Source: an optimization exercise on an open RTL-to-GDS flow (aim: small area, a short achievable clock period and few clock cycles per item). Production flows keep margins and buffers that such runs may drop.
RTL that was checked went through simulation tests only; none was proved equivalent to the original.
For runs 1 to 4, only the layout was checked, not whether the RTL still works.
No activity file was given, so power comes from the tool's default toggle rates.

**run.sh**
```bash
#!/bin/bash
# synth_recipe.tcl (not shown) runs the flow's synth.tcl, then flattens the netlist and writes it again
# the make line also repeats each setting of config.mk as NAME=value (left out here)
make -C /OpenROAD-flow-scripts/flow DESIGN_CONFIG=/design/flow/config.mk WORK_HOME=/design/flow/orfs CLKGATE_MAP_FILE= SYNTH_SCRIPT=/design/flow/synth_recipe.tcl finish
```
**config.mk**
```make
export PLATFORM = sky130hd
export DESIGN_NAME = nonpreemptive_priority_scheduler_unit
export DESIGN_NICKNAME = nonpreemptive_priority_scheduler_unit
export VERILOG_FILES = /design/flow/design.v
export SDC_FILE = /design/flow/constraint.sdc
export NUM_CORES = 4
export LEC_CHECK = 0
export CAP_MARGIN = 20
export CORE_MARGIN = 2
export CORE_UTILIZATION = 40
export CTS_BUF_LIST = sky130_fd_sc_hd__clkbuf_16
export CTS_CLUSTER_DIAMETER = 60
export CTS_CLUSTER_SIZE = 30
export PLACE_DENSITY = 0.6
export SETUP_SLACK_MARGIN = 2.2
export SLEW_MARGIN = 20
```
**constraint.sdc**
```tcl
create_clock -name core_clock -period 5.0 [get_ports {clk}]
set_input_delay 1.0000 -clock core_clock [delete_from_list [all_inputs] [get_ports {clk}]]
set_output_delay 1.0000 -clock core_clock [all_outputs]
set_load 0.01 [all_outputs]
```
**design.v**
```verilog
package nps_pkg;
  localparam int unsigned DefQueueDepth = 16;
  localparam int unsigned IdW    = 16;
  localparam int unsigned BurstW = 16;
  localparam int unsigned PrioW  = 8;
  localparam int unsigned KindW  = 2;
  localparam int unsigned TimeW  = 20;
  localparam int unsigned SumW   = 24;
  localparam int unsigned DoneW  = 5;
  localparam int unsigned JobW   = IdW + BurstW + PrioW;
  localparam logic OP_ADD   = 1'b0;
  localparam logic OP_START = 1'b1;
  localparam logic [KindW-1:0] KIND_EXEC    = 2'd0;
  localparam logic [KindW-1:0] KIND_ADDED   = 2'd1;
  localparam logic [KindW-1:0] KIND_DROPPED = 2'd2;
  localparam logic [KindW-1:0] KIND_EMPTY   = 2'd3;
  localparam logic [1:0] TK_ADD   = 2'd0;
  localparam logic [1:0] TK_DROP  = 2'd1;
  localparam logic [1:0] TK_EMPTY = 2'd2;
  localparam logic [1:0] TK_START = 2'd3;
endpackage
import nps_pkg::*;
module nonpreemptive_priority_scheduler_unit (
  input  logic              clk,
  input  logic              rst,
  input  logic              jobs_valid,
  output logic              jobs_ready,
  input  logic              jobs_op,
  input  logic [IdW-1:0]    jobs_job_id,
  input  logic [BurstW-1:0] jobs_burst_ms,
  input  logic [PrioW-1:0]  jobs_prio_level,
  output logic              results_valid,
  input  logic              results_ready,
  output logic [KindW-1:0]  results_kind,
  output logic [IdW-1:0]    results_out_id,
  output logic [BurstW-1:0] results_out_burst,
  output logic [PrioW-1:0]  results_out_prio,
  output logic [TimeW-1:0]  results_turnaround,
  output logic [TimeW-1:0]  results_waiting,
  output logic [SumW-1:0]   results_sum_turnaround,
  output logic [SumW-1:0]   results_sum_waiting,
  output logic [DoneW-1:0]  results_jobs_done,
  output logic              results_last
);
  localparam int QD = 16;
  localparam int TD = 3;    
  function automatic logic [1:0] cmp_join(input logic [1:0] hi, input logic [1:0] lo);
    cmp_join = {hi[1] | (hi[0] & lo[1]), hi[0] & lo[0]};
  endfunction
  function automatic logic ge8(input logic [7:0] a, input logic [7:0] b);
    logic [1:0] l0 [8];
    logic [1:0] l1 [4];
    logic [1:0] l2 [2];
    logic [1:0] l3;
    for (int i = 0; i < 8; i++) l0[i] = {a[i] & ~b[i], ~(a[i] ^ b[i])};
    for (int i = 0; i < 4; i++) l1[i] = cmp_join(l0[2*i+1], l0[2*i]);
    for (int i = 0; i < 2; i++) l2[i] = cmp_join(l1[2*i+1], l1[2*i]);
    l3 = cmp_join(l2[1], l2[0]);
    ge8 = l3[1] | l3[0];
  endfunction
  function automatic logic [3:0] inc4(input logic [3:0] a, input logic c);
    logic [3:0] r;
    logic       t;
    t = c;
    for (int i = 0; i < 4; i++) begin
      r[i] = a[i] ^ t;
      t    = t & a[i];
    end
    inc4 = r;
  endfunction
  function automatic logic [3:0] cnt8(input logic [7:0] v);
    logic [1:0] s1 [4];
    logic [2:0] s2 [2];
    for (int i = 0; i < 4; i++) s1[i] = {1'b0, v[2*i]} + {1'b0, v[2*i+1]};
    for (int i = 0; i < 2; i++) s2[i] = {1'b0, s1[2*i]} + {1'b0, s1[2*i+1]};
    cnt8 = {1'b0, s2[0]} + {1'b0, s2[1]};
  endfunction
  function automatic logic [19:0] add20(input logic [19:0] a, input logic [19:0] b);
    logic [19:0] p, g, pp, gg;
    p  = a ^ b;
    g  = a & b;
    pp = p;
    gg = g;
    for (int d = 1; d < 20; d = d * 2) begin
      for (int i = 19; i >= d; i--) begin
        gg[i] = gg[i] | (pp[i] & gg[i-d]);
        pp[i] = pp[i] & pp[i-d];
      end
    end
    add20 = p ^ {gg[18:0], 1'b0};
  endfunction
  function automatic logic [23:0] add24(input logic [23:0] a, input logic [23:0] b);
    logic [23:0] p, g, pp, gg;
    p  = a ^ b;
    g  = a & b;
    pp = p;
    gg = g;
    for (int d = 1; d < 24; d = d * 2) begin
      for (int i = 23; i >= d; i--) begin
        gg[i] = gg[i] | (pp[i] & gg[i-d]);
        pp[i] = pp[i] & pp[i-d];
      end
    end
    add24 = p ^ {gg[22:0], 1'b0};
  endfunction
  logic            ready_q;
  logic            i_v;
  logic            i_op;
  logic [JobW-1:0] i_job;     
  always_ff @(posedge clk) begin
    i_op  <= jobs_op;
    i_job <= {jobs_job_id, jobs_burst_ms, jobs_prio_level};
    if (rst) i_v <= 1'b0;
    else     i_v <= jobs_valid & ready_q;
  end
  logic [JobW-1:0] q    [QD];
  logic [3:0]      rank [QD];
  logic [JobW-1:0] xq;               
  logic [QD-1:0]   vnew;             
  logic [QD-1:0]   dmask;            
  logic [QD-1:0]   pmask;            
  logic [4:0]      ncnt, dcnt, pcnt, ucnt;
  logic            pv, xv;
  logic i_add, i_start, full, do_wr, do_drop, do_hand;
  assign i_add   = i_v & (i_op == OP_ADD);
  assign i_start = i_v & (i_op == OP_START);
  assign full    = ncnt[4];
  assign do_wr   = i_add & ~full;
  assign do_drop = i_add & full;
  assign do_hand = i_start & (ncnt != 5'd0);
  logic [QD-1:0] freem;
  logic [3:0]    a_idx, a_idx_n;
  logic [QD-1:0] a_oh, a_oh_n;
  assign freem = ~(vnew | dmask | pmask | (do_wr ? a_oh : '0));
  always_comb begin
    a_idx_n = 4'd0;
    for (int i = QD - 1; i >= 0; i--) begin
      if (freem[i]) a_idx_n = 4'(i);
    end
    a_oh_n = '0;
    a_oh_n[a_idx_n] = 1'b1;
  end
  always_ff @(posedge clk) begin
    a_idx <= a_idx_n;
    a_oh  <= a_oh_n;
  end
  logic [QD-1:0] cmp_n, cmp_q;
  logic          c2_v, c3_v;
  logic [3:0]    c2_idx, c3_idx;
  logic [QD-1:0] c2_oh, c3_oh;
  logic [QD-1:0] ge2, inc;
  logic [3:0]    ph_lo, ph_hi;
  logic [3:0]    psum;
  logic          pz;
  always_comb begin
    for (int i = 0; i < QD; i++) cmp_n[i] = ge8(q[i][PrioW-1:0], i_job[PrioW-1:0]);
  end
  always_comb begin
    c2_oh = '0;
    c2_oh[c2_idx] = 1'b1;
    c3_oh = '0;
    c3_oh[c3_idx] = 1'b1;
    ge2  = vnew & ~c2_oh & cmp_q;
    inc  = (c2_v ? (vnew & ~c2_oh & ~cmp_q) : '0);
    psum = ph_lo + ph_hi;
    pz   = (ph_lo == 4'd0) && (ph_hi == 4'd0);
  end
  always_ff @(posedge clk) begin
    if (rst) begin
      c2_v <= 1'b0;
      c3_v <= 1'b0;
    end else begin
      c2_v <= do_wr;
      c3_v <= c2_v;
    end
    cmp_q  <= cmp_n;
    c2_idx <= a_idx;
    c3_idx <= c2_idx;
    ph_lo  <= cnt8(ge2[7:0]);
    ph_hi  <= cnt8(ge2[15:8]);
  end
  always_ff @(posedge clk) begin
    for (int i = 0; i < QD; i++) begin
      if (do_wr && a_oh[i]) q[i] <= i_job;
      if ((c3_v && c3_oh[i]) || inc[i]) begin
        rank[i] <= inc4((c3_v && c3_oh[i]) ? psum : rank[i], inc[i]);
      end
    end
    if (do_drop) xq <= i_job;
  end
  logic [1:0] tk_cnt;
  logic [1:0] tk_type [TD];
  logic [3:0] tk_slot [TD];
  logic [1:0] n_type;
  logic       push, pop;
  assign push   = i_v;
  assign n_type = (i_op == OP_START) ? ((ncnt == 5'd0) ? TK_EMPTY : TK_START)
                                     : (full ? TK_DROP : TK_ADD);
  logic        h_v, h_add, h_drop, h_start;
  logic [3:0]  h_slot;
  logic [3:0]  k;
  logic        adv, r_adv, p_adv, rd_go, drn_last, fin;
  logic [QD-1:0] rsel;
  logic [JobW-1:0] rdata;
  logic             p_v;
  logic [KindW-1:0] p_kind;
  logic [JobW-1:0]  p_job;
  logic             p_last, p_exec;
  logic [DoneW-1:0] p_done;
  logic             r_v;
  logic [KindW-1:0] r_kind;
  logic [JobW-1:0]  r_job;
  logic             r_last, r_exec;
  logic [DoneW-1:0] r_done;
  logic [TimeW-1:0] r_tat;
  logic             o_v;
  logic [KindW-1:0] o_kind;
  logic [JobW-1:0]  o_job;
  logic [TimeW-1:0] o_tat, o_wait;
  logic [SumW-1:0]  o_stat, o_swt;
  logic [DoneW-1:0] o_done;
  logic             o_last;
  assign h_v     = (tk_cnt != 2'd0);
  assign h_add   = h_v & (tk_type[0] == TK_ADD);
  assign h_drop  = h_v & (tk_type[0] == TK_DROP);
  assign h_start = h_v & (tk_type[0] == TK_START);
  assign h_slot  = tk_slot[0];
  assign adv     = ~o_v | results_ready;
  assign r_adv   = ~r_v | adv;
  assign p_adv   = ~p_v | r_adv;
  assign rd_go   = p_adv & h_v;
  assign drn_last = (dcnt == 5'd1);
  assign fin     = rd_go & h_start & drn_last;
  assign pop     = rd_go & (~h_start | drn_last);
  always_comb begin
    rdata = h_drop ? xq : '0;
    for (int i = 0; i < QD; i++) begin
      rsel[i] = (h_add & (h_slot == 4'(i))) |
                (h_start & dmask[i] & ((c3_v && c3_oh[i]) ? ((k == 4'd0) & pz) : (rank[i] == k)));
      rdata   = rdata | (rsel[i] ? q[i] : '0);
    end
  end
  logic [1:0]    tk_cnt_n;
  logic [QD-1:0] vnew_n, dmask_n, pmask_n;
  logic [4:0]    ncnt_n, dcnt_n, pcnt_n, ucnt_n;
  logic          pv_n, xv_n;
  always_comb begin
    tk_cnt_n = tk_cnt + 2'(push) - 2'(pop);
    vnew_n = vnew;
    ncnt_n = ncnt;
    if (i_start) begin
      vnew_n = '0;
      ncnt_n = 5'd0;
    end else if (do_wr) begin
      vnew_n = vnew | a_oh;
      ncnt_n = ncnt + 5'd1;
    end
    ucnt_n = ucnt + 5'(do_wr) - 5'(rd_go & h_start);
    dmask_n = dmask;
    dcnt_n  = dcnt;
    pmask_n = pmask;
    pcnt_n  = pcnt;
    pv_n    = pv;
    if (rd_go && h_start) begin
      dmask_n = dmask & ~rsel;
      dcnt_n  = dcnt - 5'd1;
    end
    if (fin && pv) begin
      dmask_n = pmask;
      dcnt_n  = pcnt;
      pmask_n = '0;
      pcnt_n  = 5'd0;
      pv_n    = 1'b0;
    end
    if (do_hand) begin
      if ((dcnt == 5'd0 || fin) && !pv) begin
        dmask_n = vnew;
        dcnt_n  = ncnt;
      end else begin
        pmask_n = vnew;
        pcnt_n  = ncnt;
        pv_n    = 1'b1;
      end
    end
    xv_n = xv;
    if (rd_go && h_drop) xv_n = 1'b0;
    if (do_drop)         xv_n = 1'b1;
  end
  logic acc, add_e, start_e, w_e, drop_e, full2, fifo_ok, slot_ok, pm_ok;
  logic n16, n15, rd_drn;
  logic [2:0] cpp;
  always_comb begin
    acc     = jobs_valid & ready_q;
    add_e   = acc & (jobs_op == OP_ADD);
    start_e = acc & (jobs_op == OP_START);
    rd_drn  = rd_go & h_start;
    n16     = ~i_start & (full | ((ncnt == 5'd15) & do_wr));
    n15     = ~i_start & (((ncnt == 5'd15) & ~do_wr) | ((ncnt == 5'd14) & do_wr));
    w_e     = add_e & ~n16;
    drop_e  = add_e & n16;
    full2   = ~start_e & (n16 | (n15 & w_e));
    cpp     = 3'(tk_cnt) + 3'(push);
    fifo_ok = (cpp <= 3'd1) | ((cpp == 3'd2) & (pop | ~acc)) | ((cpp == 3'd3) & pop & ~acc);
    slot_ok = full2 ? (~xv_n & ~drop_e)
                    : ((ucnt <= 5'd13) | ((ucnt == 5'd14) & ~(do_wr & w_e)) |
                       ((ucnt == 5'd15) & ~do_wr & ~w_e));
    pm_ok   = ~pv_n & ~(start_e & (do_hand | pv | (dcnt >= 5'd2) | ((dcnt == 5'd1) & ~rd_drn)));
  end
  always_ff @(posedge clk) begin
    if (rst) begin
      ready_q <= 1'b1;
      tk_cnt  <= 2'd0;
      vnew    <= '0;
      dmask   <= '0;
      pmask   <= '0;
      ncnt    <= 5'd0;
      dcnt    <= 5'd0;
      pcnt    <= 5'd0;
      ucnt    <= 5'd0;
      pv      <= 1'b0;
      xv      <= 1'b0;
      k       <= 4'd0;
    end else begin
      ready_q <= fifo_ok & slot_ok & pm_ok;
      tk_cnt  <= tk_cnt_n;
      vnew    <= vnew_n;
      dmask   <= dmask_n;
      pmask   <= pmask_n;
      ncnt    <= ncnt_n;
      dcnt    <= dcnt_n;
      pcnt    <= pcnt_n;
      ucnt    <= ucnt_n;
      pv      <= pv_n;
      xv      <= xv_n;
      if (rd_go && h_start) k <= drn_last ? 4'd0 : k + 4'd1;
    end
  end
  always_ff @(posedge clk) begin
    for (int j = 0; j < TD; j++) begin
      if (pop) begin
        if (j < TD - 1) begin
          tk_type[j] <= tk_type[j+1];
          tk_slot[j] <= tk_slot[j+1];
        end
      end
      if (push && (2'(j) == tk_cnt - 2'(pop))) begin
        tk_type[j] <= n_type;
        tk_slot[j] <= a_idx;
      end
    end
  end
  always_ff @(posedge clk) begin
    if (rst)        p_v <= 1'b0;
    else if (p_adv) p_v <= h_v;
    if (rd_go) begin
      p_job  <= rdata;
      p_last <= ~h_start | drn_last;
      p_exec <= h_start;
      p_done <= h_start ? (5'(k) + 5'd1) : 5'd0;
      p_kind <= h_start ? KIND_EXEC : (h_add ? KIND_ADDED : (h_drop ? KIND_DROPPED : KIND_EMPTY));
    end
  end
  always_ff @(posedge clk) begin
    if (rst)        r_v <= 1'b0;
    else if (r_adv) r_v <= p_v;
    if (r_adv && p_v) begin
      r_job  <= p_job;
      r_last <= p_last;
      r_exec <= p_exec;
      r_done <= p_done;
      r_kind <= p_kind;
    end
    if (rst) begin
      r_tat <= '0;
    end else if (r_adv && p_v) begin
      r_tat <= p_exec ? add20(r_tat, TimeW'(p_job[PrioW +: BurstW])) : '0;
    end
  end
  always_ff @(posedge clk) begin
    if (rst)      o_v <= 1'b0;
    else if (adv) o_v <= r_v;
    if (adv && r_v) begin
      o_kind <= r_kind;
      o_job  <= r_job;
      o_last <= r_last;
      o_done <= r_done;
      o_tat  <= r_tat;
      o_wait <= r_exec ? o_tat : '0;
      o_swt  <= r_exec ? o_stat : '0;
    end
    if (rst) begin
      o_stat <= '0;
    end else if (adv && r_v) begin
      o_stat <= r_exec ? add24(o_stat, SumW'(r_tat)) : '0;
    end
  end
  assign jobs_ready             = ready_q;
  assign results_valid          = o_v;
  assign results_kind           = o_kind;
  assign results_out_id         = o_job[BurstW+PrioW +: IdW];
  assign results_out_burst      = o_job[PrioW +: BurstW];
  assign results_out_prio       = o_job[PrioW-1:0];
  assign results_turnaround     = o_tat;
  assign results_waiting        = o_wait;
  assign results_sum_turnaround = o_stat;
  assign results_sum_waiting    = o_swt;
  assign results_jobs_done      = o_done;
  assign results_last           = o_last;
endmodule
```
==> flow_metrics.py, run 1 <==
metrics = {
    "run_status": {
        "status": "complete, no violations",
    },
    "global_routing": {
        "grt_pass1_wl_mm": 285,
        "antenna_found_initial": 8,
        "grt_overflow": 0,
        "grt_max_degree": 56,
        "grt_usage": 0.290,
        "grt_pass1_vias": 39100,
    },
    "critical_path": {
        "crit_path_frequent_cell": "fa_1",
        "setup.worst_path.start_class": "flip-flop",
        "path_buf_inv": 3,
        "worst-r2r-setup-slack_ns": 1.36,
        "cp.required_ns": 5.63,
        "slowest_delay_ns": 0.57,
        "critPathCaptureType": "flip-flop",
        "worstPathArrival_ns": 4.26,
        "path_max_fanout": 4,
        "crit_chain": "nor2_4 > xnor2_2 > buf_4 > o31ai_4 > a21boi_2 > and2_4 > fa_1 > inv_2 > fa_1 > fa_1 > inv_2 > ha_4 > fa_2 > xor2_1",
        "path_delay_family": "adder cells",
        "r2r-end": "ph_hi[2]$_DFF_P_",
        "path_class": "flip-flop to flip-flop",
        "r2r_start": "c2_idx[0]$_DFF_P_",
        "r2r_cells": 14,
        "cp_slowest_cell": "fa_1",
    },
    "die": {
        "dieArea_um2": 137000,
        "dieHeight_um": 370,
        "fp.coreArea_um2": 133000,
        "initial_core_util": 0.402,
        "ios": 183,
        "die_x_um": 370,
        "rows": 134,
    },
    "detailed_routing": {
        "met2WireLength_mm": 88.4,
        "drc_errors": 0,
        "wirelength_mm": 210,
        "first_iter_violations": 7020,
        "postRouteAntennaNets": 0,
        "routed-wl-met3_mm": 30.0,
        "dr.max_layer_used": "met5",
        "avgRoutedWirePerCell_um": 33.1,
        "vias": 41400,
        "firstDrtPassIters": 9,
        "routed_via_density": 6.53,
        "met1_length_mm": 75.7,
    },
    "yosys": {
        "yosys_register_bits": 1192,
        "ys_seq_area_frac": 0.627,
        "yosys.area.top_type_share": 0.544,
        "ys.flop_type": "edfxtp_1",
        "synth_edf_count": 972,
        "synth_area_leader_cell": "edfxtp_1",
        "synth_fp_nets": 4300,
        "yosysMostFrequentCell": "edfxtp_1",
        "avgSynthCellArea_um2": 13.4,
        "syn_inst": 3987,
        "syn_area_um2": 53600,
        "synthArstFlopShare": 0,
        "synth.distinct_cells": 94,
        "netlist_top_cells_area": "edfxtp_1, dfxtp_1, ha_1",
        "netlist_top_cells_count": "edfxtp_1, a22oi_1, ha_1, dfxtp_1, nor2_1",
        "yosysWarnings": 57,
    },
    "clock_tree": {
        "cts_root_buffer": "clkbuf_16",
        "clock_latency_ns": 0.77,
        "path_clk_slew_ns": 0.07,
        "cts_hold_buf": 0,
        "cts_htree_levels": 3,
        "cts_tree": "yes",
        "clock-sinks": 1192,
        "clockBufferDepth": 3,
        "cts_buffers": 103,
    },
    "min_path": {
        "holdPathStages": 0,
        "hold_end": "c3_idx[1]$_DFF_P_",
        "min_from": "c2_idx[1]$_DFF_P_",
        "hp-class": "flip-flop to flip-flop",
    },
    "sta": {
        "final.setup_skew_ns": 0.0618,
        "rsz0062_at_grt": "true",
        "fmax_mhz": 275,
        "fin_tns_setup_ns": 0,
        "hold_viol": 0,
        "finalMaxSlewViolations": 0,
        "tightest_slew_ns": 1.24,
        "finalCritPeriodShare": 0.727,
        "finalSetupViolCount": 0,
        "min_period_ns": 3.64,
        "relSlewSlack": 0.172,
    },
    "power_and_ir_drop": {
        "p_per_area_nw_per_um2": 376,
        "p_leak_uw": 0.0240,
        "peakVddDrop_mv": 0.260,
    },
    "cells_and_area": {
        "fill_cells": 11000,
        "layoutNonFillerInstCount": 6341,
        "syn_to_final_growth_pct": 27.9,
        "drive_gt1_frac": 0.251,
        "final_cell_area_um2": 68600,
        "nNetsFinal": 4794,
    },
    "place": {
        "hpwl_mm": 114,
        "gp_congestion": 0.913,
        "dpl_cell_area_um2": 58400,
        "placed_cells": 5841,
        "port_buffers": 182,
    },
    "run": {
        "max_cap_violations": 0,
    },
}
==> per-layer routing <==
layer	global-route usage	vias to the layer above
met5	0.0129	-
met4	0.178	18
met3	0.0931	933
met2	0.427	3445
met1	0.370	20100
li1	-	16900
==> logic make-up after synthesis <==
logic type      share of synthesized area
flops                               0.627
compound gates                      0.157
simple gates                       0.0855
buf+inv                            0.0233
fa+ha+maj                          0.0646
xor+xnor                           0.0217
mux                                0.0215
==> through the flow <==
| stage | total power [uW] | hold slack (ns) | utilization | worst slack, ns |
|---|---|---|---|---|
| finish | 25800 | 0.409 | 0.515 | 1.36 |
| floorplan | 14500 | 0.346 | - | 1.46 |
| CTS | 25400 | 0.404 | 0.502 | 1.37 |
| global route | 26400 | 0.414 | 0.514 | 1.27 |
| detailed placement | 16500 | 0.400 | 0.438 | 1.10 |
| global placement | 16400 | 0.395 | 0.438 | 1.13 |
==> where the power goes <==
part / internal (uW) / switching [uW] / leakage [uW]
clock network: 4170 / 4340 / 0.00176
logic: 1920 / 3230 / 0.0117
registers: 11600 / 573 / 0.0105
==> how the worst max path moves through the flow <==
| stage | start | endpoint | slack (ns) | cells past startpoint |
|---|---|---|---|---|
| after floorplan | c2_idx[1]$_DFF_P_ | ph_lo[2]$_DFF_P_ | 1.46 | 15 |
| after global placement | k[0]$_SDFFE_PP0P_ | p_job[2]$_DFFE_PP_ | 1.13 | 11 |
| after detailed placement | c2_idx[0]$_DFF_P_ | ph_lo[1]$_DFF_P_ | 1.10 | 14 |
| after CTS | c2_idx[0]$_DFF_P_ | ph_lo[1]$_DFF_P_ | 1.37 | 15 |
| after global routing | c2_idx[0]$_DFF_P_ | ph_hi[2]$_DFF_P_ | 1.27 | 14 |
| final | c2_idx[0]$_DFF_P_ | ph_hi[2]$_DFF_P_ | 1.36 | 14 |
==> layout by cell type (no fill, tap or decap), drive strengths merged, types with 84 or more instances in the layout <==
| cell | n |
|---|---|
| nor2 | 206 |
| nand3 | 107 |
| edfxtp | 972 |
| dfxtp | 220 |
| o21a | 121 |
| a21oi | 110 |
| o21ai | 84 |
| and2 | 88 |
| inv | 139 |
| clkdlybuf4s50 | 181 |
| buf | 399 |
| nand2 | 200 |
| a22o | 142 |
| clkbuf | 114 |
| a221oi | 120 |
| ha | 256 |
| a22oi | 268 |
==> sequential cells by signal, summed over array words and instances, names as in the netlist, 20 cells and up <==
| name | cells |
|---|---|
| o_stat | 24 |
| q | 640 |
| xq | 40 |
| r_job | 40 |
| rank | 64 |
| o_wait | 20 |
| r_tat | 20 |
| i_job | 40 |
| o_tat | 20 |
| p_job | 40 |
| o_job | 40 |
| o_swt | 24 |
==> area by class of cell <==
cell class                      instances  area (um2)  area share
Clock inverter                         90         930      0.0136
Antenna cell                            2        5.00   0.0000730
Sequential cell                      1192       33600       0.490
Clock buffer                          105        2630      0.0383
Timing Repair Buffer                  594        6790      0.0990
Tap cell                             1768        2210      0.0323
Inverter                               83         338     0.00493
Multi-Input combinational cell       2507       22000       0.321
==> timing repair <==
item                                    4_1_cts  5_1_grt
pin swaps                                   166      106
cloned                                       37       11
endpoints found under the setup margin      166      149
resized for setup                           507      203
buffers inserted                            195       60
==> inputs of run 2 (changes only) <==
--- a/config.mk
+++ b/config.mk
@@ -7,2 +7,3 @@
 export LEC_CHECK = 0
+export ABC_AREA = 1
 export CAP_MARGIN = 20
@@ -14,3 +15,2 @@
 export PLACE_DENSITY = 0.6
-export SETUP_SLACK_MARGIN = 2.2
 export SLEW_MARGIN = 20
==> flow_metrics.py, run 2 <==
metrics = {
    "run_status": {
        "status": "complete, no violations",
    },
    "cells_and_area": {
        "nNetsFinal": 4700,
        "syn_to_final_growth_pct": 15.5,
        "fill_cells": 11000,
        "final_common_cell": "nand2_1",
        "largest_register_ffs": 640,
        "drive_gt1_frac": 0.0723,
        "most-common-layout-cells": "nand2_1, edfxtp_1, inv_1",
        "regMostFlops": "q",
        "reg.largest.list": "q x640, rank x64",
    },
    "sta": {
        "finalMaxSlewViolations": 0,
        "hold_viol": 0,
        "min_period_ns": 4.44,
        "fin_tns_setup_ns": 0,
        "relSlewSlack": 0.209,
        "finalSetupViolCount": 0,
        "rsz0062_at_grt": "false",
        "finalCritPeriodShare": 0.888,
        "final.setup_skew_ns": 0.0383,
        "fmax_mhz": 225,
        "tightest_slew_ns": 1.18,
    },
    "yosys": {
        "avgSynthCellArea_um2": 12.0,
        "synth.distinct_cells": 57,
        "ys.flop_type": "edfxtp_1",
        "synth_fp_nets": 4483,
        "netlist_top_cells_area": "edfxtp_1, dfxtp_1, nand2_1",
        "synth_area_leader_cell": "edfxtp_1",
        "yosysMostFrequentCell": "nand2_1",
        "yosys.area.top_type_share": 0.584,
        "yosys_register_bits": 1192,
        "syn_area_um2": 49900,
        "syn_inst": 4170,
        "synth_edf_count": 972,
        "yosysWarnings": 57,
        "ys_seq_area_frac": 0.673,
        "synthArstFlopShare": 0,
        "netlist_top_cells_count": "nand2_1, edfxtp_1, inv_1, ha_1, a21oi_1",
    },
    "detailed_routing": {
        "firstDrtPassIters": 5,
        "drc_errors": 0,
        "routed_via_density": 5.30,
        "vias": 32400,
        "avgRoutedWirePerCell_um": 22.0,
        "postRouteAntennaNets": 0,
        "first_iter_violations": 3220,
        "wirelength_mm": 134,
    },
    "die": {
        "die_x_um": 357,
        "ios": 183,
        "fp.coreArea_um2": 124000,
        "dieArea_um2": 128000,
        "dieHeight_um": 357,
        "initial_core_util": 0.403,
        "rows": 129,
    },
    "critical_path": {
        "crit_path_frequent_cell": "fa_1",
        "path_class": "flip-flop to flip-flop",
        "slowest_delay_ns": 0.56,
        "setup.worst_path.start_class": "flip-flop",
        "cp_slowest_cell": "or4_1",
        "cp.required_ns": 5.60,
        "r2r_start": "c2_idx[2]$_DFF_P_",
        "worstPathArrival_ns": 5.04,
        "critPathCaptureType": "flip-flop",
        "worstSetupStartpoint": "c2_idx[2]$_DFF_P_",
        "path_max_fanout": 9,
        "crit_chain": "or4_1 > nand2_1 > inv_1 > o31ai_1 > nor2_1 > fa_1 > inv_1 > fa_1 > fa_1 > inv_1 > ha_1 > fa_1 > xor2_1",
    },
    "place": {
        "port_buffers": 182,
        "gp_congestion": 0.904,
        "hpwl_mm": 83.3,
    },
    "min_path": {
        "min_from": "c2_idx[3]$_DFF_P_",
        "hp-class": "flip-flop to flip-flop",
    },
    "power_and_ir_drop": {
        "peakVddDrop_mv": 0.296,
        "internal_power_uw": 16600,
        "p_sw_uw": 6600,
        "total_power_uw": 23200,
        "combPwrFrac": 0.122,
        "seq_power_share": 0.521,
        "p_leak_uw": 0.0216,
        "p_per_area_nw_per_um2": 402,
        "p_clk_frac": 0.357,
        "p_sw_frac": 0.285,
    },
    "run": {
        "max_cap_violations": 0,
    },
    "global_routing": {
        "grt_usage": 0.209,
        "grt_pass1_wl_mm": 200,
        "antenna_found_initial": 2,
        "grt_overflow": 0,
        "grt_max_degree": 81,
        "grt_pass1_vias": 31200,
    },
    "clock_tree": {
        "cts_buffers": 92,
        "post_cts_buffers": 0,
        "cts_tree": "yes",
        "cts_root_buffer": "clkbuf_16",
        "clockBufferDepth": 3,
        "path_clk_slew_ns": 0.08,
        "cts_hold_buf": 0,
        "clock-sinks": 1192,
        "post_cts_resized": 0,
        "clock_latency_ns": 0.70,
        "cts_htree_levels": 3,
    },
}
[run 2: path summary, 6_finish.rpt]
path                  endpoint  slack (ns)  cells past startpoint
max           ph_hi[2]$_DFF_P_        0.56                     13
min          c3_idx[3]$_DFF_P_        0.40                      0
max reg2reg   ph_hi[2]$_DFF_P_        0.56                     13
min reg2reg  c3_idx[3]$_DFF_P_        0.40                      0
[run 2: area by class of cell]
cell class	count	area [um2]	share of cell area
inverters	293	1110	0.0192
multi-input cells	2554	14900	0.258
diodes	1	2.50	0.0000434
repair buffers	254	2600	0.0450
flip-flops and latches	1192	33600	0.582
clock buffers	96	2400	0.0416
well taps	1637	2050	0.0355
clock inverters	78	1050	0.0183
[run 2: critical path, delay by kind of cell (launching register included)]
family | cells | cell delay [ns]
AO/OA/AOI/OAI | 1 | 0.47
XOR/XNOR | 1 | 0.15
adder cells (fa/ha/maj) | 5 | 2.12
buffers and inverters | 3 | 0.30
flip-flops | 1 | 0.35
AND/OR/NAND/NOR | 3 | 0.94
[run 2: per-layer routing]
| layer | track usage | vias up | part of all wire |
|---|---|---|---|
| li1 | - | 15200 | - |
| met1 | 0.294 | 15900 | 0.45 |
| met2 | 0.338 | 1040 | 0.46 |
| met3 | 0.0293 | 193 | 0.066 |
| met4 | 0.0578 | 0 | 0.027 |
| met5 | 0 | - | 0 |
[run 2: cell families after synthesis]
| group | Yosys count | share of synthesized area |
|---|---|---|
| xor+xnor | 81 | 0.0150 |
| mux | 14 | 0.00281 |
| simple gates | 1546 | 0.129 |
| compound gates | 645 | 0.0779 |
| flops | 1192 | 0.673 |
| fa+ha+maj | 268 | 0.0689 |
| buf+inv | 424 | 0.0339 |
[run 2: per-stage QoR]
step | hold slack, ns | cells | instance area, um2 | setup WS [ns] | util
5_1_grt | 0.411 | 6104 | 57700 | 0.371 | 0.466
3_3_place_gp | 0.377 | 5927 | 54200 | 0.728 | 0.437
3_5_place_dp | 0.380 | 5930 | 54200 | 0.610 | 0.438
2_1_floorplan | 0.347 | 4170 | 49900 | 0.0842 | -
4_1_cts | 0.395 | 6104 | 57700 | 0.607 | 0.466
6_report | 0.400 | 6105 | 57700 | 0.558 | 0.466
[run 2: power by group through the flow]
stage / clock network, uW / logic, uW / registers [uW]
final: 8270 / 2820 / 12100
after global routing: 8780 / 3150 / 12200
after CTS: 8420 / 2850 / 12100
after detailed placement: 0 / 2830 / 12300
after global placement: 0 / 2780 / 12300
after floorplan: 0 / 1640 / 12100
==> inputs of run 3 (changes only) <==
--- a/design.v
+++ b/design.v
@@ -108,9 +108,8 @@
   logic            i_op;
-  logic [JobW-1:0] i_job;     
-  always_ff @(posedge clk) begin
-    i_op  <= jobs_op;
-    i_job <= {jobs_job_id, jobs_burst_ms, jobs_prio_level};
-    if (rst) i_v <= 1'b0;
-    else     i_v <= jobs_valid & ready_q;
-  end
+  logic [PrioW-1:0] i_prio;
+  logic [3:0]      i_slot;
+  logic [JobW-1:0] in_job;
+  logic            acc;
+  assign in_job = {jobs_job_id, jobs_burst_ms, jobs_prio_level};
+  assign acc    = jobs_valid & ready_q & ~rst;
   logic [JobW-1:0] q    [QD];
@@ -124,2 +123,4 @@
   logic i_add, i_start, full, do_wr, do_drop, do_hand;
+  logic n16, wr_now, drop_now;
+  logic [QD-1:0] i_oh;
   assign i_add   = i_v & (i_op == OP_ADD);
@@ -130,2 +131,16 @@
   assign do_hand = i_start & (ncnt != 5'd0);
+  assign n16      = ~i_start & (full | ((ncnt == 5'd15) & do_wr));
+  assign wr_now   = acc & (jobs_op == OP_ADD) & ~n16;
+  assign drop_now = acc & (jobs_op == OP_ADD) & n16;
+  always_comb begin
+    i_oh = '0;
+    i_oh[i_slot] = 1'b1;
+  end
+  always_ff @(posedge clk) begin
+    i_op   <= jobs_op;
+    i_prio <= jobs_prio_level;
+    i_slot <= a_idx;
+    if (rst) i_v <= 1'b0;
+    else     i_v <= acc;
+  end
   logic [QD-1:0] freem;
@@ -133,3 +148,3 @@
   logic [QD-1:0] a_oh, a_oh_n;
-  assign freem = ~(vnew | dmask | pmask | (do_wr ? a_oh : '0));
+  assign freem = ~(vnew | dmask | pmask | (do_wr ? i_oh : '0) | (wr_now ? a_oh : '0));
   always_comb begin
@@ -146,7 +161,7 @@
   end
-  logic [QD-1:0] cmp_n, cmp_q;
+  logic [QD-1:0] ge_n, ge_q;
   logic          c2_v, c3_v;
-  logic [3:0]    c2_idx, c3_idx;
+  logic [3:0]    c2_slot;
   logic [QD-1:0] c2_oh, c3_oh;
-  logic [QD-1:0] ge2, inc;
+  logic [QD-1:0] inc;
   logic [3:0]    ph_lo, ph_hi;
@@ -155,3 +170,3 @@
   always_comb begin
-    for (int i = 0; i < QD; i++) cmp_n[i] = ge8(q[i][PrioW-1:0], i_job[PrioW-1:0]);
+    for (int i = 0; i < QD; i++) ge_n[i] = vnew[i] & ge8(q[i][PrioW-1:0], i_prio);
   end
@@ -159,7 +174,4 @@
     c2_oh = '0;
-    c2_oh[c2_idx] = 1'b1;
-    c3_oh = '0;
-    c3_oh[c3_idx] = 1'b1;
-    ge2  = vnew & ~c2_oh & cmp_q;
-    inc  = (c2_v ? (vnew & ~c2_oh & ~cmp_q) : '0);
+    c2_oh[c2_slot] = 1'b1;
+    inc  = c2_v ? (vnew & ~c2_oh & ~ge_q) : '0;
     psum = ph_lo + ph_hi;
@@ -175,7 +187,7 @@
     end
-    cmp_q  <= cmp_n;
-    c2_idx <= a_idx;
-    c3_idx <= c2_idx;
-    ph_lo  <= cnt8(ge2[7:0]);
-    ph_hi  <= cnt8(ge2[15:8]);
+    ge_q    <= ge_n;
+    c2_slot <= i_slot;
+    c3_oh   <= c2_oh;
+    ph_lo   <= cnt8(ge_q[7:0]);
+    ph_hi   <= cnt8(ge_q[15:8]);
   end
@@ -183,3 +195,3 @@
     for (int i = 0; i < QD; i++) begin
-      if (do_wr && a_oh[i]) q[i] <= i_job;
+      if (wr_now && a_oh[i]) q[i] <= in_job;
       if ((c3_v && c3_oh[i]) || inc[i]) begin
@@ -188,3 +200,3 @@
     end
-    if (do_drop) xq <= i_job;
+    if (drop_now) xq <= in_job;
   end
@@ -254,3 +266,3 @@
     end else if (do_wr) begin
-      vnew_n = vnew | a_oh;
+      vnew_n = vnew | i_oh;
       ncnt_n = ncnt + 5'd1;
@@ -286,9 +298,8 @@
     if (rd_go && h_drop) xv_n = 1'b0;
-    if (do_drop)         xv_n = 1'b1;
+    if (drop_now)        xv_n = 1'b1;
   end
-  logic acc, add_e, start_e, w_e, drop_e, full2, fifo_ok, slot_ok, pm_ok;
-  logic n16, n15, rd_drn;
+  logic add_e, start_e, w_e, drop_e, full2, fifo_ok, slot_ok, pm_ok;
+  logic n15, rd_drn;
   logic [2:0] cpp;
   always_comb begin
-    acc     = jobs_valid & ready_q;
     add_e   = acc & (jobs_op == OP_ADD);
@@ -296,3 +307,2 @@
     rd_drn  = rd_go & h_start;
-    n16     = ~i_start & (full | ((ncnt == 5'd15) & do_wr));
     n15     = ~i_start & (((ncnt == 5'd15) & ~do_wr) | ((ncnt == 5'd14) & do_wr));
@@ -303,3 +313,3 @@
     fifo_ok = (cpp <= 3'd1) | ((cpp == 3'd2) & (pop | ~acc)) | ((cpp == 3'd3) & pop & ~acc);
-    slot_ok = full2 ? (~xv_n & ~drop_e)
+    slot_ok = full2 ? ~xv_n
                     : ((ucnt <= 5'd13) | ((ucnt == 5'd14) & ~(do_wr & w_e)) |
@@ -347,3 +357,3 @@
         tk_type[j] <= n_type;
-        tk_slot[j] <= a_idx;
+        tk_slot[j] <= i_slot;
       end
--- a/config.mk
+++ b/config.mk
@@ -7,3 +7,2 @@
 export LEC_CHECK = 0
-export ABC_AREA = 1
 export CAP_MARGIN = 20
==> flow_metrics.py, run 3 <==
metrics = {
    "cells_and_area": {
        "syn_to_final_growth_pct": 15.9,
        "largest_register_ffs": 640,
        "regArea_um2": 33300,
        "final_cell_area_um2": 57000,
        "nNetsFinal": 3998,
        "regMostFlops": "q",
        "final_common_cell": "edfxtp_1",
        "fill_cells": 10700,
        "multi_input_area_um2": 15100,
        "reg.largest.list": "q x640, rank x64",
        "drive_gt1_frac": 0.0962,
        "most-common-layout-cells": "edfxtp_1, nand2_1, ha_1",
    },
    "yosys": {
        "yosys_register_bits": 1176,
        "synth_edf_count": 972,
        "ys_seq_area_frac": 0.677,
        "syn_inst": 3473,
        "ys.flop_type": "edfxtp_1",
        "netlist_top_cells_area": "edfxtp_1, dfxtp_1, ha_1",
        "synth-compound-area-share": 0.118,
        "yosys.area.top_type_share": 0.594,
        "synth_fp_nets": 3783,
        "synth_top_family_by_area": "compound AO/OA/AOI/OAI gates",
        "yosysWarnings": 57,
        "syn_area_um2": 49100,
        "avgSynthCellArea_um2": 14.1,
        "synthSimpleGateAreaFrac": 0.0830,
        "synthArstFlopShare": 0,
        "synth-adder-area-share": 0.0695,
        "yosysMostFrequentCell": "edfxtp_1",
        "synth_xor_area_frac": 0.0235,
        "netlist_top_cells_count": "edfxtp_1, nand2_1, ha_1, a22oi_1, dfxtp_1",
        "synth.distinct_cells": 94,
        "synth_mux_area_frac": 0.0109,
        "synth_area_leader_cell": "edfxtp_1",
    },
    "die": {
        "fp.coreArea_um2": 122000,
        "initial_core_util": 0.403,
        "die_x_um": 354,
        "rows": 128,
        "ios": 183,
        "dieHeight_um": 354,
        "dieArea_um2": 126000,
    },
    "detailed_routing": {
        "avgRoutedWirePerCell_um": 24.4,
        "first_iter_violations": 2931,
        "firstDrtPassIters": 9,
        "vias": 30200,
        "drc_errors": 0,
        "wirelength_mm": 132,
        "routed_via_density": 5.59,
        "postRouteAntennaNets": 0,
    },
    "clock_tree": {
        "cts_tree": "yes",
        "clock-sinks": 1176,
        "path_clk_slew_ns": 0.08,
        "cts_root_buffer": "clkbuf_16",
        "cts_buffers": 98,
        "clock_latency_ns": 0.73,
        "cts_hold_buf": 0,
        "post_cts_buffers": 0,
        "cts_htree_levels": 3,
        "post_cts_resized": 0,
        "clockBufferDepth": 3,
    },
    "sta": {
        "finalSetupViolCount": 0,
        "final.setup_skew_ns": 0.0598,
        "min_period_ns": 4.34,
        "finalCritPeriodShare": 0.868,
        "tightest_slew_ns": 1.10,
        "fin_tns_setup_ns": 0,
        "finalMaxSlewViolations": 0,
        "holdWs_ns": 0.328,
        "rsz0062_at_grt": "false",
        "relSlewSlack": 0.262,
        "hold_viol": 0,
        "finalWorstSetupSlack_ns": 0.658,
        "fmax_mhz": 230,
    },
    "critical_path": {
        "path_class": "flip-flop to flip-flop",
        "r2r_cells": 15,
        "r2r-end": "a_oh[0]$_DFF_P_",
        "critPathCaptureType": "flip-flop",
        "cp.required_ns": 5.63,
        "setup.worst_path.start_class": "flip-flop",
        "worstPathArrival_ns": 4.97,
        "path_max_fanout": 17,
        "worst-r2r-setup-slack_ns": 0.66,
        "r2r_start": "ncnt[1]$_SDFFE_PP0P_",
    },
    "power_and_ir_drop": {
        "p_per_area_nw_per_um2": 404,
        "p_leak_uw": 0.0199,
        "peakVddDrop_mv": 0.318,
    },
    "global_routing": {
        "grt_pass1_vias": 29700,
        "grt_usage": 0.207,
        "grt_overflow": 0,
        "grt_pass1_wl_mm": 195,
        "grt_max_degree": 97,
        "antenna_found_initial": 9,
    },
    "min_path": {
        "min_from": "a_idx[1]$_DFF_P_",
        "hold_end": "i_slot[1]$_DFF_P_",
        "hp-class": "flip-flop to flip-flop",
        "holdPathStages": 0,
    },
    "place": {
        "port_buffers": 182,
        "pre_cts_slack_ns": 0.267,
        "dpl_cell_area_um2": 53400,
        "gp_congestion": 0.884,
        "hpwl_mm": 80.5,
    },
    "run": {
        "max_cap_violations": 0,
    },
    "run_status": {
        "status": "complete, no violations",
    },
}
run 3: changes by cell type in the layout (fill, tap and decap cells not counted), moves of 49 or more:
cell | previous run | this run
xor2_1 | 45 | 95
nand4_1 | 113 | 18
nor2_1 | 205 | 156
inv_1 | 277 | 77
nand2_1 | 1031 | 260
o21a_1 | 6 | 88
and2_1 | 0 | 62
o21ai_0 | 184 | 106
a21oi_1 | 237 | 109
a22oi_1 | 6 | 225
run 3: logic make-up after synthesis:
kind of cell	after synthesis
compound gates	798
xor+xnor	132
fa+ha+maj	266
buf+inv	228
flops	1176
mux	48
simple gates	825
run 3: how the worst max path moves through the flow:
stage                         startpoint         endpoint  depth (start not counted)
finish              ncnt[1]$_SDFFE_PP0P_  a_oh[0]$_DFF_P_                         15
global route        ncnt[1]$_SDFFE_PP0P_  a_oh[0]$_DFF_P_                         15
global placement                 jobs_op  a_oh[8]$_DFF_P_                         14
detailed placement               jobs_op  a_oh[0]$_DFF_P_                         13
floorplan                            rst  a_oh[0]$_DFF_P_                         15
CTS                 ncnt[1]$_SDFFE_PP0P_  a_oh[0]$_DFF_P_                         15
run 3: power breakdown:
| group | total (uW) | internal, uW | switching [uW] |
|---|---|---|---|
| Clock | 8290 | 4120 | 4170 |
| Combinational | 2920 | 1040 | 1880 |
| Sequential | 11800 | 11400 | 344 |
| Total | 23000 | 16600 | 6390 |
run 3: critical path, stage by stage, from the launching register on:
cell	delay (ns)
dfxtp_1	0.38
ha_1	0.22
and3_1	0.19
ha_1	0.21
a21oi_1	0.51
o21a_1	0.31
buf_4	0.26
a211oi_1	0.12
a211oi_1	0.28
o221a_1	0.24
o22a_1	0.19
a21o_1	0.38
inv_1	0.09
ha_1	0.42
nand2b_1	0.25
nor4b_4	0.24
run 3: metal layers:
layer  track usage  part of all wire  up-vias
met4        0.0503             0.023       10
met5             0           0.00044        -
li1              -                 -    13900
met1         0.291              0.44    15100
met2         0.336              0.47     1074
met3        0.0324             0.069      191
run 3: through the flow:
stage | power (uW) | util | instances
after floorplan | 13600 | - | 3473
after global placement | 14900 | 0.438 | 5213
after detailed placement | 14900 | 0.438 | 5213
after CTS | 23200 | 0.467 | 5398
after global routing | 23900 | 0.467 | 5399
final | 23000 | 0.467 | 5401
run 3: cell type report:
type                    count  share of cell area
repair buffers            262              0.0473
multi-input cells        2069               0.265
clock inverters            85              0.0185
diodes                      3            0.000132
inverters                  81             0.00549
flip-flops and latches   1176               0.584
well taps                1625              0.0357
clock buffers             100              0.0439
==> inputs of run 4 (changes only) <==
--- a/config.mk
+++ b/config.mk
@@ -11,5 +11,6 @@
 export CTS_BUF_LIST = sky130_fd_sc_hd__clkbuf_16
-export CTS_CLUSTER_DIAMETER = 60
+export CTS_CLUSTER_DIAMETER = 100
 export CTS_CLUSTER_SIZE = 30
 export PLACE_DENSITY = 0.6
+export SETUP_SLACK_MARGIN = 2.0
 export SLEW_MARGIN = 20
==> flow_metrics.py, run 4 <==
metrics = {
    "run_status": {
        "status": "complete, no violations",
    },
    "detailed_routing": {
        "vias": 30700,
        "wirelength_mm": 138,
        "first_iter_violations": 3571,
        "avgRoutedWirePerCell_um": 25.6,
        "postRouteAntennaNets": 0,
        "firstDrtPassIters": 7,
        "routed_via_density": 5.68,
        "drc_errors": 0,
    },
    "critical_path": {
        "path_class": "flip-flop to flip-flop",
        "slowest_delay_ns": 0.49,
        "path_max_fanout": 4,
        "critPathCaptureType": "flip-flop",
        "cp_slowest_cell": "or4_4",
        "path_delay_family": "compound AO/OA/AOI/OAI gates",
        "path_buf_inv": 3,
        "setup.worst_path.start_class": "flip-flop",
        "crit_chain": "inv_1 > ha_4 > or2_4 > nor3_2 > a221o_1 > or4_4 > o221a_1 > o22a_1 > a21o_4 > buf_12 > a211oi_4 > buf_4 > nor2b_1",
        "worstPathArrival_ns": 3.95,
        "cp.required_ns": 5.62,
    },
    "die": {
        "dieHeight_um": 354,
        "fp.coreArea_um2": 122000,
        "initial_core_util": 0.403,
        "ios": 183,
        "dieArea_um2": 126000,
        "die_x_um": 354,
        "rows": 128,
    },
    "cells_and_area": {
        "syn_to_final_growth_pct": 15.8,
        "postLayoutCoreUtil": 0.467,
        "nNetsFinal": 4051,
        "layoutNonFillerInstCount": 5398,
        "reg.largest.list": "q x640, rank x64",
        "final_common_cell": "edfxtp_1",
        "drive_gt1_frac": 0.130,
        "regMostFlops": "q",
        "most-common-layout-cells": "edfxtp_1, nand2_1, ha_1",
        "fill_cells": 10700,
        "largest_register_ffs": 640,
    },
    "place": {
        "placed_cells": 5210,
        "pre_cts_slack_ns": 0.451,
        "gp_congestion": 0.887,
        "hpwl_mm": 80.4,
        "port_buffers": 182,
    },
    "global_routing": {
        "grt_pass1_vias": 29500,
        "grt_usage": 0.209,
        "grt_max_degree": 96,
        "grt_overflow": 0,
        "grt_pass1_wl_mm": 197,
        "antenna_found_initial": 8,
    },
    "yosys": {
        "ys.flop_type": "edfxtp_1",
        "synth_edf_count": 972,
        "synth_fp_nets": 3783,
        "yosysWarnings": 57,
        "ys_seq_area_frac": 0.677,
        "syn_area_um2": 49100,
        "yosys_register_bits": 1176,
        "netlist_top_cells_count": "edfxtp_1, nand2_1, ha_1, a22oi_1, dfxtp_1",
        "syn_inst": 3473,
        "synth_area_leader_cell": "edfxtp_1",
        "synth.distinct_cells": 94,
        "synthArstFlopShare": 0,
        "avgSynthCellArea_um2": 14.1,
        "yosys.area.top_type_share": 0.594,
        "yosysMostFrequentCell": "edfxtp_1",
        "netlist_top_cells_area": "edfxtp_1, dfxtp_1, ha_1",
    },
    "sta": {
        "finalCritPeriodShare": 0.666,
        "finalMaxSlewViolations": 0,
        "fin_tns_setup_ns": 0,
        "rsz0062_at_grt": "true",
        "tightest_slew_ns": 1.11,
        "relSlewSlack": 0.262,
        "final.setup_skew_ns": 0.0395,
        "finalWorstSetupSlack_ns": 1.67,
        "hold_viol": 0,
        "min_period_ns": 3.33,
        "finalSetupViolCount": 0,
        "holdWs_ns": 0.358,
        "fmax_mhz": 300,
    },
    "clock_tree": {
        "path_clk_slew_ns": 0.11,
        "clockBufferDepth": 3,
        "cts_buffers": 47,
        "cts_tree": "yes",
        "cts_hold_buf": 0,
        "clock-sinks": 1176,
        "cts_htree_levels": 2,
        "cts_root_buffer": "clkbuf_16",
        "clock_latency_ns": 0.71,
    },
    "power_and_ir_drop": {
        "p_per_area_nw_per_um2": 354,
        "peakVddDrop_mv": 0.315,
        "p_leak_uw": 0.0197,
    },
    "run": {
        "max_cap_violations": 0,
    },
    "min_path": {
        "hp-class": "flip-flop to flip-flop",
    },
}
[run 4: final timing paths]
check                           cells past startpoint               from  slack [ns]                end
worst max-delay path                               13  i_slot[1]$_DFF_P_        1.67   a_oh[10]$_DFF_P_
worst min-delay path                                0   a_idx[1]$_DFF_P_        0.36  i_slot[1]$_DFF_P_
worst max register to register                     13  i_slot[1]$_DFF_P_        1.67   a_oh[10]$_DFF_P_
worst min register to register                      0   a_idx[1]$_DFF_P_        0.36  i_slot[1]$_DFF_P_
[run 4: through the flow]
step / total power, uW / area [um2]
global route: 20900 / 56900
global placement: 15100 / 53600
detailed placement: 15100 / 53600
floorplan: 13800 / 49500
finish: 20100 / 56900
CTS: 20000 / 55800
[run 4: cells by family after synthesis]
| kind of cell | synth area share |
|---|---|
| buffers and inverters | 0.0179 |
| adders and majority gates | 0.0695 |
| and+or+nand+nor | 0.0830 |
| DFF | 0.677 |
| muxes | 0.0109 |
| xor gates and xnor gates | 0.0235 |
| AOI/OAI and AO/OA | 0.118 |
[run 4: repair_timing]
action | CTS | global route
cloned | 3 | 8
pin swaps | 38 | 48
resized for setup | 98 | 91
buffers inserted | 53 | 43
setup endpoints to repair | 613 | 94
[run 4: layer usage]
| layer | vias to the layer above | part of all wire | track usage |
|---|---|---|---|
| li1 | 13900 | - | - |
| met1 | 15400 | 0.43 | 0.296 |
| met4 | 12 | 0.019 | 0.0444 |
| met5 | - | 0.00045 | 0 |
| met3 | 154 | 0.078 | 0.0308 |
| met2 | 1245 | 0.47 | 0.341 |
[run 4: power by group]
group / internal (uW) / switching (uW)
clock: 1810 / 3060
sequential: 11400 / 378
combinational: 1340 / 2110
total: 14600 / 5550
[run 4: area by class of cell]
type	instances	area (um2)	share of cell area
repair inverters	2	15.0	0.000264
clock buffers	48	1200	0.0211
flip-flops and latches	1176	33300	0.586
well taps	1625	2030	0.0357
repair buffers	361	3760	0.0661
diodes	3	7.51	0.000132
inverters	81	342	0.00600
clock inverters	30	199	0.00350
multi-input cells	2072	16000	0.282
==> inputs of run 5 (changes only) <==
--- a/design.v
+++ b/design.v
@@ -77,2 +77,8 @@
   endfunction
+  function automatic logic [15:0] lowest16(input logic [15:0] v);
+    logic [15:0] below;
+    below[0] = 1'b0;
+    for (int i = 1; i < 16; i++) below[i] = below[i-1] | v[i-1];
+    lowest16 = v & ~below;
+  endfunction
   function automatic logic [19:0] add20(input logic [19:0] a, input logic [19:0] b);
@@ -122,2 +128,3 @@
   logic            pv, xv;
+  logic            f_n15, f_n14, f_u13, f_u14, f_u15, f_d1, f_d2;
   logic i_add, i_start, full, do_wr, do_drop, do_hand;
@@ -131,3 +138,3 @@
   assign do_hand = i_start & (ncnt != 5'd0);
-  assign n16      = ~i_start & (full | ((ncnt == 5'd15) & do_wr));
+  assign n16      = ~i_start & (full | (f_n15 & do_wr));
   assign wr_now   = acc & (jobs_op == OP_ADD) & ~n16;
@@ -150,8 +157,9 @@
   always_comb begin
-    a_idx_n = 4'd0;
-    for (int i = QD - 1; i >= 0; i--) begin
-      if (freem[i]) a_idx_n = 4'(i);
+    a_oh_n = lowest16(freem);
+    for (int b = 0; b < 4; b++) begin
+      a_idx_n[b] = 1'b0;
+      for (int i = 0; i < QD; i++) begin
+        if (((i >> b) & 1) == 1) a_idx_n[b] = a_idx_n[b] | a_oh_n[i];
+      end
     end
-    a_oh_n = '0;
-    a_oh_n[a_idx_n] = 1'b1;
   end
@@ -234,6 +242,9 @@
   logic             o_last;
-  assign h_v     = (tk_cnt != 2'd0);
-  assign h_add   = h_v & (tk_type[0] == TK_ADD);
-  assign h_drop  = h_v & (tk_type[0] == TK_DROP);
-  assign h_start = h_v & (tk_type[0] == TK_START);
+  logic        h_v_q, h_add_q, h_drop_q, h_start_q;
+  logic        h_v_n;
+  logic [1:0]  h_type_n;
+  assign h_v     = h_v_q;
+  assign h_add   = h_add_q;
+  assign h_drop  = h_drop_q;
+  assign h_start = h_start_q;
   assign h_slot  = tk_slot[0];
@@ -243,3 +254,3 @@
   assign rd_go   = p_adv & h_v;
-  assign drn_last = (dcnt == 5'd1);
+  assign drn_last = f_d1;
   assign fin     = rd_go & h_start & drn_last;
@@ -260,2 +271,6 @@
     tk_cnt_n = tk_cnt + 2'(push) - 2'(pop);
+    h_v_n    = (tk_cnt_n != 2'd0);
+    if (tk_cnt == 2'(pop))  h_type_n = n_type;
+    else if (pop)           h_type_n = tk_type[1];
+    else                    h_type_n = tk_type[0];
     vnew_n = vnew;
@@ -287,3 +302,3 @@
     if (do_hand) begin
-      if ((dcnt == 5'd0 || fin) && !pv) begin
+      if ((~f_d1 & ~f_d2 || fin) && !pv) begin
         dmask_n = vnew;
@@ -307,3 +322,3 @@
     rd_drn  = rd_go & h_start;
-    n15     = ~i_start & (((ncnt == 5'd15) & ~do_wr) | ((ncnt == 5'd14) & do_wr));
+    n15     = ~i_start & ((f_n15 & ~do_wr) | (f_n14 & do_wr));
     w_e     = add_e & ~n16;
@@ -314,5 +329,4 @@
     slot_ok = full2 ? ~xv_n
-                    : ((ucnt <= 5'd13) | ((ucnt == 5'd14) & ~(do_wr & w_e)) |
-                       ((ucnt == 5'd15) & ~do_wr & ~w_e));
-    pm_ok   = ~pv_n & ~(start_e & (do_hand | pv | (dcnt >= 5'd2) | ((dcnt == 5'd1) & ~rd_drn)));
+                    : (f_u13 | (f_u14 & ~(do_wr & w_e)) | (f_u15 & ~do_wr & ~w_e));
+    pm_ok   = ~pv_n & ~(start_e & (do_hand | pv | f_d2 | (f_d1 & ~rd_drn)));
   end
@@ -332,3 +346,25 @@
       k       <= 4'd0;
+      f_n15   <= 1'b0;
+      f_n14   <= 1'b0;
+      f_u13   <= 1'b1;
+      f_u14   <= 1'b0;
+      f_u15   <= 1'b0;
+      f_d1    <= 1'b0;
+      f_d2    <= 1'b0;
+      h_v_q     <= 1'b0;
+      h_add_q   <= 1'b0;
+      h_drop_q  <= 1'b0;
+      h_start_q <= 1'b0;
     end else begin
+      h_v_q     <= h_v_n;
+      h_add_q   <= h_v_n & (h_type_n == TK_ADD);
+      h_drop_q  <= h_v_n & (h_type_n == TK_DROP);
+      h_start_q <= h_v_n & (h_type_n == TK_START);
+      f_n15   <= (ncnt_n == 5'd15);
+      f_n14   <= (ncnt_n == 5'd14);
+      f_u13   <= (ucnt_n <= 5'd13);
+      f_u14   <= (ucnt_n == 5'd14);
+      f_u15   <= (ucnt_n == 5'd15);
+      f_d1    <= (dcnt_n == 5'd1);
+      f_d2    <= (dcnt_n >= 5'd2);
       ready_q <= fifo_ok & slot_ok & pm_ok;
--- a/config.mk
+++ b/config.mk
@@ -11,6 +11,6 @@
 export CTS_BUF_LIST = sky130_fd_sc_hd__clkbuf_16
-export CTS_CLUSTER_DIAMETER = 100
+export CTS_CLUSTER_DIAMETER = 60
 export CTS_CLUSTER_SIZE = 30
 export PLACE_DENSITY = 0.6
-export SETUP_SLACK_MARGIN = 2.0
+export SETUP_SLACK_MARGIN = 2.3
 export SLEW_MARGIN = 20
==> flow_metrics.py, run 5 <==
metrics = {
    "run_status": {
        "status": "complete, no violations",
    },
    "critical_path": {
        "r2r_cells": 15,
        "path_depth": 15,
        "r2r-end": "p_job[18]$_DFFE_PP_",
        "critPathCaptureType": "flip-flop",
        "setup.worst_path.start_class": "flip-flop",
        "worstSetupStartpoint": "k[1]$_SDFFE_PP0P_",
        "crit_chain": "inv_2 > ha_4 > nor4b_4 > nand3_1 > buf_6 > buf_16 > buf_12 > mux2i_4 > a32o_4 > buf_12 > buf_16 > a22oi_1 > nand2_1 > a221oi_1 > nand3_1",
        "path_class": "flip-flop to flip-flop",
        "path_buf_inv": 6,
        "worstPathArrival_ns": 3.37,
        "cp-endpoint": "p_job[18]$_DFFE_PP_",
        "path_delay_family": "compound AO/OA/AOI/OAI gates",
        "path_max_fanout": 8,
        "r2r_start": "k[1]$_SDFFE_PP0P_",
        "cp.required_ns": 5.44,
        "worst-r2r-setup-slack_ns": 2.07,
        "slowest_delay_ns": 0.43,
        "cp_slowest_cell": "a32o_4",
    },
    "clock_tree": {
        "clock_latency_ns": 0.73,
        "clock-sinks": 1187,
        "cts_tree": "yes",
        "cts_hold_buf": 0,
        "cts_buffers": 105,
        "path_clk_slew_ns": 0.08,
        "clockBufferDepth": 3,
        "cts_root_buffer": "clkbuf_16",
        "cts_htree_levels": 3,
    },
    "run": {
        "max_cap_violations": 0,
    },
    "detailed_routing": {
        "firstDrtPassIters": 8,
        "wirelength_mm": 152,
        "vias": 32300,
        "drc_errors": 0,
        "avgRoutedWirePerCell_um": 27.2,
        "first_iter_violations": 3846,
        "routed_via_density": 5.78,
        "postRouteAntennaNets": 0,
    },
    "global_routing": {
        "grt_max_degree": 94,
        "grt_use_met3": 0.0447,
        "antenna_found_initial": 10,
        "grtUsageMet1": 0.322,
        "grt_pass1_vias": 31100,
        "grt_pass1_wl_mm": 216,
        "grt_usage": 0.234,
        "busiest_layer": "met2",
        "met2_usage": 0.375,
        "grt_overflow": 0,
    },
    "power_and_ir_drop": {
        "total_power_uw": 24100,
        "p_per_area_nw_per_um2": 389,
        "p_leak_uw": 0.0220,
        "peakVddDrop_mv": 0.318,
    },
    "yosys": {
        "synth_area_leader_cell": "edfxtp_1",
        "yosysWarnings": 57,
        "synth_fp_nets": 3738,
        "ys.flop_type": "edfxtp_1",
        "ys_seq_area_frac": 0.682,
        "yosys_register_bits": 1187,
        "yosysMostFrequentCell": "edfxtp_1",
        "yosys.area.top_type_share": 0.594,
        "avgSynthCellArea_um2": 14.3,
        "syn_inst": 3437,
        "synth_edf_count": 970,
        "synthArstFlopShare": 0,
        "netlist_top_cells_count": "edfxtp_1, ha_1, nand2_1, dfxtp_1, a22oi_1",
        "synth.distinct_cells": 80,
        "netlist_top_cells_area": "edfxtp_1, dfxtp_1, ha_1",
        "syn_area_um2": 49100,
    },
    "sta": {
        "finalCritPeriodShare": 0.587,
        "fmax_mhz": 341,
        "rsz0062_at_grt": "true",
        "tightest_slew_ns": 1.08,
        "finalMaxSlewViolations": 0,
        "relSlewSlack": 0.277,
        "min_period_ns": 2.93,
        "hold_viol": 0,
        "finalSetupViolCount": 0,
        "fin_tns_setup_ns": 0,
        "final.setup_skew_ns": 0.0446,
    },
    "die": {
        "dieHeight_um": 354,
        "die_x_um": 354,
        "initial_core_util": 0.403,
        "ios": 183,
        "rows": 128,
        "dieArea_um2": 125000,
        "fp.coreArea_um2": 122000,
    },
    "place": {
        "gp_congestion": 0.865,
        "hpwl_mm": 82.2,
        "port_buffers": 182,
        "placed_cells": 5172,
        "dpl_cell_area_um2": 53500,
    },
    "cells_and_area": {
        "largest_register_ffs": 640,
        "layoutNonFillerInstCount": 5589,
        "postLayoutCoreUtil": 0.509,
        "final_cell_area_um2": 61900,
        "regMostFlops": "q",
        "final_common_cell": "edfxtp_1",
        "nNetsFinal": 4172,
        "reg.largest.list": "q x640, rank x64",
        "syn_to_final_growth_pct": 26.3,
        "drive_gt1_frac": 0.216,
        "most-common-layout-cells": "edfxtp_1, nand2_1, ha_1",
    },
    "min_path": {
        "hp-class": "flip-flop to flip-flop",
    },
}
## run 5: cell count changes after synthesis, sizes merged, moves of 11 or more
cell    change
a21oi      +15
a221oi     +21
a22o       +11
a22oi      -37
and3       +17
dfxtp      +13
mux2i      +17
nand2      -20
o21a       -53
xnor2      +59
xor2       -63
## run 5: cell type report
class | instances | area, um2
Antenna cell | 1 | 2.50
Clock buffer | 108 | 2700
Clock inverter | 91 | 1160
Fill cell | 10100 | 59800
Inverter | 80 | 343
Multi-Input combinational cell | 2029 | 16700
Sequential cell | 1187 | 33600
Tap cell | 1625 | 2030
Timing Repair Buffer | 467 | 5460
Timing Repair inverter | 1 | 8.76
## run 5: logic make-up after synthesis
logic type               Yosys count  synth area share
flip-flops                      1187             0.682
AND/OR/NAND/NOR                  817            0.0847
AO/OA/AOI/OAI                    765             0.112
adder cells (fa/ha/maj)          257            0.0673
buffers and inverters            224            0.0179
XOR/XNOR                         128            0.0229
multiplexers                      59            0.0129
## run 5: worst min-delay path by stage
| stage | from | end | slack [ns] | cells past startpoint |
|---|---|---|---|---|
| floorplan | a_idx[0]$_DFF_P_ | i_slot[0]$_DFF_P_ | 0.31 | 0 |
| global placement | a_idx[0]$_DFF_P_ | i_slot[0]$_DFF_P_ | 0.31 | 0 |
| detailed placement | a_idx[0]$_DFF_P_ | i_slot[0]$_DFF_P_ | 0.31 | 0 |
| CTS | a_idx[1]$_DFF_P_ | i_slot[1]$_DFF_P_ | 0.33 | 0 |
| global route | a_idx[1]$_DFF_P_ | i_slot[1]$_DFF_P_ | 0.34 | 0 |
| finish | a_idx[1]$_DFF_P_ | i_slot[1]$_DFF_P_ | 0.33 | 0 |
## run 5: report_power, final
part           internal [uW]  total, uW  switching [uW]
Combinational           1350       3330            1990
Clock                   4530       8900            4370
Sequential             11500      11900             412
## run 5: per-layer routing
metal,vias to the layer above,routed length [um],part of all wire
met3,282,13700,0.090
met5,-,101,0.00066
met2,1571,70600,0.46
met1,16100,62500,0.41
met4,16,5190,0.034
li1,14300,-,-
## run 5: metrics by stage
step | hold WS, ns | setup WS (ns)
after floorplan | 0.310 | 1.22
after global placement | 0.315 | 1.18
after detailed placement | 0.314 | 1.16
after CTS | 0.331 | 2.13
after global routing | 0.338 | 2.00
final | 0.329 | 2.07
## run 5: what timing repair did
action                                  4_1_cts  5_1_grt
pin swaps                                   149      112
hold endpoints to repair                      0        0
buffers inserted                            117       63
gates cloned                                 34        3
endpoints found under the setup margin      810      309
gates resized for setup                     339      112
## run 5: worst register-to-register path: cells and delay by family, from the launching register on
kind            cells  cell delay [ns]
fa+ha+maj           1             0.18
mux                 1             0.06
simple gates        4             0.48
buf+inv             6             0.79
flops               1             0.36
compound gates      3             0.84
Testbench counts of run 5, summed over its fixed seeds: cycles 14,636, items 8,000.

## static timing again, ports no longer ideal
The results above use ideal ports. As a check the final layouts listed here were re-extracted and re-timed, cells and wires unchanged. Step 1 (the two cells are an assumption about what drives the block):
set clk [get_ports {clk}]
set_driving_cell -lib_cell sky130_fd_sc_hd__clkbuf_16 $clk
set_driving_cell -lib_cell sky130_fd_sc_hd__buf_2 [delete_from_list [all_inputs] $clk]
Step 2 moves the port delays by t, midway between the first and last clock arrival at a register: inputs arrive t later, outputs are due t later. That takes back most of the time a late clock gives input paths. Three values: ideal, step 1, step 2; two values: the first two.
| run | t, ns | setup slack, ns | worst setup path after step 2 | latest minus earliest clock arrival (ns) |
|---|---|---|---|---|
| run 1 | 0.809 | 1.363 / 1.363 / 1.363 | register to register | 0.062 / 0.063 |
| run 2 | 0.753 | 0.558 / 0.558 / 0.558 | register to register | 0.048 / 0.048 |
| run 3 | 0.774 | 0.658 / 0.658 / 0.243 | input to register | 0.060 / 0.061 |
| run 4 | 0.760 | 1.671 / 1.671 / 0.980 | input to register | 0.051 / 0.051 |
| run 5 | 0.774 | 2.067 / 2.067 / 1.635 | input to register | 0.057 / 0.057 |
After both steps every run listed still meets setup and hold. For run 4, which loses most, drivers alone change the setup slack by 0.000 ns; drivers and shift together by -0.691 ns.
